Background: an optimization exercise with open tools, aiming at small area. Do not read the settings as production practice. The RTL was checked by simulation tests, not by an equivalence proof against the original design. In every run shown here, the design's own scripts or RTL, not TritonCTS, make the clock network. The flow treats the clock pin as an ideal source. Dropping or thinning the clock tree relies on that and would not hold on a real chip. Power figures rest on the tool's default switching activity, not on a simulated workload.

==> flow/design.v, too long to show whole: its modules and the start of the top module <==
// module lsp_scalar_quantizer: 1616 lines
// module frame_packer: 25 lines
// module codec2_frame_encoder: 51 lines
module codec2_frame_encoder
(
	input  logic clk,
	input  logic rst,
	input  logic start,
	input  logic [10*16-1:0] lsp_in,
	input  logic voiced_first,
	input  logic voiced_second,
	input  frame_pkg::woe_index_t woe_index,
	output frame_pkg::frame_bits_t encoded_bits,
	output logic done_frame
);
  // ...
==> flow/flow/run.sh <==
#!/bin/bash
# Layout: the standard flow (standard.sh), with these changes to how the
# layout is made:
#  - synthesis maps the logic with an area-oriented ABC script
#    (flow/abc_map.script) in place of ORFS's delay-oriented one, and leaves
#    half/full adders to ABC instead of extracting them into adder cells
#    first; the rest of the standard synthesis script is unchanged, so the
#    registers are the standard synthesis's;
#  - every input and output port still gets its own buffer, made from the
#    smallest buffer cell (sky130_fd_sc_hd__buf_1);
#  - the clock step (ORFS's cts.tcl, otherwise unchanged) distributes the
#    clock through CLK_GROUPS buffers of type CLK_BUF, each driving the clock
#    pins of one group of nearby flip-flops (flow/clock_buffer.tcl), instead
#    of TritonCTS's H-tree; every register has one buffer on its clock path.
# Each step's full output goes to a log file of its own in this folder.
set -euo pipefail
CLK_GROUPS=2
CLK_BUF=sky130_fd_sc_hd__clkbuf_16
here=$(pwd)
rm -rf "$here/scripts_area" "$here/scripts_clock"
cp -r "$FLOW_HOME/scripts" "$here/scripts_area"
cp "$here/flow/abc_map.script" "$here/scripts_area/abc_speed.script"
cp -r "$FLOW_HOME/scripts" "$here/scripts_clock"
python3 - "$here/scripts_clock/cts.tcl" "$here/flow/clock_buffer.tcl" "$CLK_GROUPS" "$CLK_BUF" <<'PY'
import sys
p, proc, groups, buf = sys.argv[1:5]
s = open(p).read()
old = 'log_cmd clock_tree_synthesis {*}$cts_args'
assert s.count(old) == 1
s = s.replace(old, f'source {proc}\nbench_clock_buffer {groups} {buf}')
open(p, 'w').write(s)
PY
export BUFFER_PORTS_ARGS="-buffer_cell sky130_fd_sc_hd__buf_1"
SCRIPTS_DIR="$here/scripts_area" ADDER_MAP_FILE= bash standard.sh synth > "$here/synth.log" 2>&1
bash standard.sh floorplan place > "$here/place.log" 2>&1
SCRIPTS_DIR="$here/scripts_clock" bash standard.sh cts > "$here/cts.log" 2>&1
bash standard.sh > "$here/layout.log" 2>&1
==> flow/flow/abc_map.script <==
strash
&get -n
&dch -f
&nf -R 1000 -p -C 32
&put
strash
&get -n
&dch -f
&nf -R 1000 -p -C 32
&put
==> flow/flow/clock_buffer.tcl <==
# Clock distribution used in place of TritonCTS's tree: the flip-flops are
# split into FLOW_CLK_GROUPS groups by position (k-means on their
# centres), each group gets one FLOW_CLK_BUF buffer at its centre that
# drives all of the group's clock pins, and the clock port drives only those
# buffers. Every register sees one buffer between the port and its clock pin.
proc my_clock_buffer { groups bufcell } {
  set block [ord::get_db_block]
  set clk [$block findNet clk]
  set master [[ord::get_db] findMaster $bufcell]
  set sinks [$clk getITerms]
  set pts {}
  foreach it $sinks {
    set bb [[$it getInst] getBBox]
    lappend pts [list [expr { ([$bb xMin] + [$bb xMax]) / 2.0 }] [expr { ([$bb yMin] + [$bb yMax]) / 2.0 }]]
  }
  set n [llength $pts]
  # initial centres: spread along the sorted x order
  set order [lsort -real -index 0 $pts]
  set cs {}
  for { set k 0 } { $k < $groups } { incr k } {
    lappend cs [lindex $order [expr { int(($k + 0.5) * $n / $groups) }]]
  }
  for { set iter 0 } { $iter < 50 } { incr iter } {
    set asg {}
    foreach p $pts {
      set best 0
      set bd 1e30
      for { set k 0 } { $k < $groups } { incr k } {
        set c [lindex $cs $k]
        set d [expr { abs([lindex $p 0] - [lindex $c 0]) + abs([lindex $p 1] - [lindex $c 1]) }]
        if { $d < $bd } { set bd $d; set best $k }
      }
      lappend asg $best
    }
    set ncs {}
    for { set k 0 } { $k < $groups } { incr k } {
      set sx 0.0; set sy 0.0; set m 0
      foreach p $pts a $asg {
        if { $a == $k } { set sx [expr { $sx + [lindex $p 0] }]; set sy [expr { $sy + [lindex $p 1] }]; incr m }
      }
      if { $m > 0 } { lappend ncs [list [expr { $sx / $m }] [expr { $sy / $m }]] } else { lappend ncs [lindex $cs $k] }
    }
    set cs $ncs
  }
  for { set k 0 } { $k < $groups } { incr k } {
    set inst [odb::dbInst_create $block $master clkbuf_$k]
    set net [odb::dbNet_create $block clknet_$k]
    $net setSigType CLOCK
    set m 0
    foreach it $sinks a $asg {
      if { $a == $k } { $it disconnect; $it connect $net; incr m }
    }
    [$inst findITerm A] connect $clk
    [$inst findITerm X] connect $net
    set c [lindex $cs $k]
    $inst setLocation [expr { int([lindex $c 0]) }] [expr { int([lindex $c 1]) }]
    $inst setPlacementStatus PLACED
    puts "my_clock_buffer: clkbuf_$k ($bufcell) drives $m clock pins"
  }
}
==> flow/standard.sh <==
#!/bin/bash
# synth_recipe.tcl (not shown) runs the flow's synth.tcl, then flattens the netlist and writes it again
# the make line also repeats each setting of config.mk as NAME=value (left out here)
make -C /OpenROAD-flow-scripts/flow DESIGN_CONFIG=/design/flow/config.mk WORK_HOME=/design/flow/orfs CLKGATE_MAP_FILE= SYNTH_SCRIPT=/design/flow/synth_recipe.tcl "${@:-finish}"
==> flow/config.mk <==
export PLATFORM = sky130hd
export DESIGN_NAME = codec2_frame_encoder
export DESIGN_NICKNAME = codec2_frame_encoder
export VERILOG_FILES = /design/flow/design.v
export SDC_FILE = /design/flow/constraint.sdc
export NUM_CORES = 4
export LEC_CHECK = 0
export CAP_MARGIN = 20
export CORE_MARGIN = 2
export CORE_UTILIZATION = 40
export SLEW_MARGIN = 20
==> flow/constraint.sdc <==
create_clock -name core_clock -period 8.0 [get_ports {clk}]
set_input_delay 1.6000 -clock core_clock [delete_from_list [all_inputs] [get_ports {clk}]]
set_output_delay 1.6000 -clock core_clock [all_outputs]
set_load 0.01 [all_outputs]
==> reports/results.tsv, run 1 <==
metric	value	unit
outcome	complete, no violations	
CP required	8080	ps
largest family of logic cells by synthesized area	compound AO/OA/AOI/OAI gates	
Worst Tran Pin Value	822	ps
capture point of the worst path	encoded_bits[32]$_DFFE_PN0P_	
Clk pwr share	17.0	%
Final Cell Area	0.00504	sq mm
Placeable Area	0.00973	sq mm
highest cell delay on the worst timing path	410	ps
register bit total from synthesis	48	
R2R depth	6	
Post-Synthesis Cells	550	
Comb power	245	uW
Int Power	408	uW
post-synth top area share	30.1	%
Nets	947	
Fillers	1027	
FP Rows	36	
CP max FO	3	
r2r startpoint	busy$_DFF_PN0_	
HP Class	reg -> reg	
detailed placement HPWL	9530	microns
crit path capture type	flip-flop	
Cell Area, Synth	0.00400	sq mm
fin crit share	61.9	%
share of cells above drive strength 1	0.777	%
PortBufs	219	
commonest cells after routing, fill and taps aside	buf_1, nand2_1, o21ai_0	
Critical path buffers and inverters	1	
Arrival @ worst endpoint	5030	ps
die height	104	microns
placed cells	903	
Hold Path Stages	2	
RSZ-0062 raised after global routing	false	
==> run 2: changes to the inputs <==
==> flow/flow/abc_map.script (replaced) <==
strash
&get -n
&dch -f
&nf -R 1000 -p -C 32 -E 50
&put
strash
&get -n
&dch -f
&nf -R 1000 -p -C 32
&put
==> run 2 against run 1 <==
  * Still clean
  * Routed wire length rose by 2.8%
  * Worst hold slack better by 10 ps
  * Worst setup slack better by 570 ps
  * Global-route usage grew 0.67 points
  * Synthesized cell count fell by 1.6%
  * Largest cell class unchanged
==> reports/results.tsv, run 2 <==
metric	value	unit	change
Hold Fails Final Rpt	0		unchanged
Ys Warns	2		unchanged
Clock Skew	5.22	ps	was 5.45 ps
crit path capture type	flip-flop		unchanged
clock latency on the worst-skew pair	160	ps	about the same
Detail Route Antenna Nets	0		unchanged
post-synthesis average cell area	7.35	sq um	was 7.27 sq um
via count	4937		was 4914
first-pass GRT wire length	20000	microns	was 19400 microns
ys flop type	dfrtp_1		unchanged
die height	104	microns	about the same
number of diodes	0		unchanged
P&R area growth vs syn	26.3	%	was 26.2%
Worst VDD drop	0.0853	mV	was 0.0881 mV
FP Rows	36		unchanged
pwr dens	128	mW/mm^2	was 125 mW/mm^2
commonest cells after routing, fill and taps aside	buf_1, nand2_1, o21ai_0		unchanged
Post-synth EDFFs	0		unchanged
Initial Util	40.9	%	was 41.1%
Post-Synthesis Cells	541		was 550
Peak Freq	0.228	GHz	was 0.202 GHz
highest cell delay on the worst timing path	390	ps	was 410 ps
detailed placement HPWL	9600	microns	was 9530 microns
DIE WIDTH	104	microns	about the same
Max-Cap Viols	0		unchanged
die area	0.0108	sq mm	about the same
vias in the first global route	4503		was 4543
Reg clk slew, reported paths	100	ps	was 90 ps
Worst path slowest cell	maj3_1		was or3_1
Nets	938		was 947
register bit total from synthesis	48		unchanged
final WL	12100	microns	was 11800 microns
outcome	complete, no violations		unchanged
TNS Setup	0	ps	unchanged
Resize count post-CTS	0		unchanged
PortBufs	219		unchanged
share of cells above drive strength 1	0.786	%	was 0.777%
CP max FO	8		was 3
sequential-to-total area share from yosys stat	30.2	%	was 30.1%
worst path cell trace	buf_1 -> or2_0 -> o22ai_1 -> a31oi_1 -> a21o_1 -> maj3_1 -> maj3_1 -> maj3_1 -> nand2_1 -> o21ai_0 -> nand2_1 -> nand2_1 -> o41ai_1		was buf_1 -> or3_1 -> nor2_1 -> nand2_1 -> a31o_1 -> a21oi_1 -> o21ai_0 -> maj3_1 -> maj3_1 -> maj3_1 -> o21ai_0 -> a221oi_1 -> nor2b_1 -> and2_0 -> or3_1 -> a31oi_1
post-synth top area share	30.2	%	was 30.1%
Ports	222		unchanged
Avg Vias per Cell	5.51		was 5.43
Post-CTS Setup Bufs	0		unchanged
CP required	8060	ps	was 8080 ps
Fillers	1016		was 1027
Storage cell area	0.00120	sq mm	unchanged
routability cong.	0.897		was 0.914
biggest regs	encoded_bits: 46 flops, busy: 1 flops, done_frame: 1 flops		unchanged
asr flop ratio synth	100	%	unchanged
HP Class	reg -> reg		unchanged
most area-hungry cell type in the Yosys netlist	dfrtp_1		unchanged
initial antenna violation count	0		unchanged
Cell Area, Synth	0.00398	sq mm	was 0.00400 sq mm
Final Critical Period	4390	ps	was 4950 ps
DR iter-0 viols	288		was 247
Worst Path Class, Setup	in -> reg		unchanged
Placeable Area	0.00973	sq mm	unchanged
critical path launch point type	primary input		unchanged
endpoints failing setup	0		unchanged
Max-slew headroom	35.8	%	was 44.8%
RSZ-0062 raised after global routing	false		unchanged
top post-synthesis cells by area	dfrtp_1, nand2_1, o21ai_0, a21oi_1, nor2_1		unchanged
Worst Tran Pin Value	939	ps	was 822 ps
drt pass-1 iters	6		was 4
Arrival @ worst endpoint	4450	ps	was 5030 ps
largest net degree at the start of global routing	49		was 59
count of different cell masters after synthesis	54		was 57
most common cell after layout, fill and taps aside	buf_1		unchanged
WL per Instance	13.5	microns	was 13.0 microns
Pleak	1.85	nW	was 1.89 nW
fin util	51.6	%	was 51.8%
fin crit share	54.8	%	was 61.9%
most numerous cell in the Yosys netlist	nand2_1		unchanged
hold_buf cts	0		unchanged
Biggest register	encoded_bits		unchanged
total congestion overflow	0		unchanged
top cells by count, synth	nand2_1, o21ai_0, nor2_1		unchanged
max reg flops	46		unchanged
total power	641	uW	was 631 uW
area occupied by multi-input gates	0.00272	sq mm	was 0.00274 sq mm
final slew viol count	0		unchanged
DRC	0		unchanged
All-Layer GR Usage	21.1	%	was 20.4%
-- run 2: cell families after synthesis --
family | count (synthesis) | synth area share (%)
and+or+nand+nor | 226 | 25.4
muxes | 2 | 0.503
other | 1 | 0.0943
DFF | 48 | 30.2
xor gates and xnor gates | 22 | 4.85
buffers and inverters | 15 | 1.60
adders and majority gates | 11 | 2.77
AOI/OAI and AO/OA | 216 | 34.6
-- run 2: cell type report --
cell class	instances	area share, %
repair buffers	221	16.7
inverters	13	0.972
flip-flops and latches	48	23.9
plain buffers	2	0.997
multi-input cells	479	54.1
well taps	133	3.31
-- run 2: final timing paths --
path                                         startpoint  slack [ps]  depth (start not counted)                      endpoint
min in group asynchronous                           rst        1520                          2  encoded_bits[34]$_DFFE_PN0P_
setup reg to reg                         busy$_DFF_PN0_        5330                          6  encoded_bits[18]$_DFFE_PN0P_
max in group asynchronous                           rst        6040                          2   encoded_bits[4]$_DFFE_PN0P_
hold reg to reg            encoded_bits[45]$_DFFE_PN0P_         480                          2  encoded_bits[45]$_DFFE_PN0P_
setup / recovery                              lsp_in[9]        3610                         13  encoded_bits[35]$_DFFE_PN0P_
hold / removal             encoded_bits[45]$_DFFE_PN0P_         480                          2  encoded_bits[45]$_DFFE_PN0P_
-- run 2: power breakdown --
part	switching, mW	internal, mW
clock network	0.0652	0.0461
registers	0.0139	0.267
logic	0.152	0.0964
-- run 2: through the flow --
stage	worst slack (ps)	hold WS [ps]	std cells	cell area [sq um]
after floorplan	3870	507	542	3980
after global placement	3530	458	894	4970
after detailed placement	3400	465	894	4970
after CTS	3440	466	896	5020
after global routing	3350	515	896	5020
final	3610	485	896	5020
-- run 2: metal layers --
layer	global-route usage, %	vias to the layer above	wire, microns
met2	38.0	186	5730
li1	-	2491	-
met3	2.33	25	708
met1	26.8	2235	5340
met5	0	-	0
met4	5.41	0	357
-- run 2: critical path, delay by kind of cell --
kind / cells / cell delay [ps]
buffers and inverters: 1 / 150
and+or+nand+nor: 4 / 610
AOI/OAI and AO/OA: 5 / 1000
adders and majority gates: 3 / 1080

-- re-timing with driven ports --
How much do the figures lean on ideal ports? The routed layouts below were timed once more, with nothing changed but the port constraints. Step 1 sets driving cells, clkbuf_16 on the clock port and buf_2 on the other inputs (assumed; they add their load-dependent delay and slew). Step 2 times the ports against the registers' clock, not the clock port: input delays grow and output delays shrink by t, the midpoint of the rising clock arrivals with the driver on. a / b / c = ideal ports / drivers / drivers and shift; a / b = the first two.
run | shift t [ns] | setup WS [ns] | worst hold slack (ns) | clock arrival spread, ns | slew at the worst register clock pin (ns)
run 1 | 0.203 | 3.048 / 3.076 / 2.873 | 0.474 / 0.474 / 0.474 | 0.007 / 0.007 | 0.09 / 0.09
run 2 | 0.211 | 3.613 / 3.646 / 3.435 | 0.485 / 0.485 / 0.485 | 0.006 / 0.006 | 0.10 / 0.10
After both steps every run listed still meets setup and hold. For run 2, which loses most, drivers alone change the setup slack by +0.033 ns; drivers and shift together by -0.178 ns.
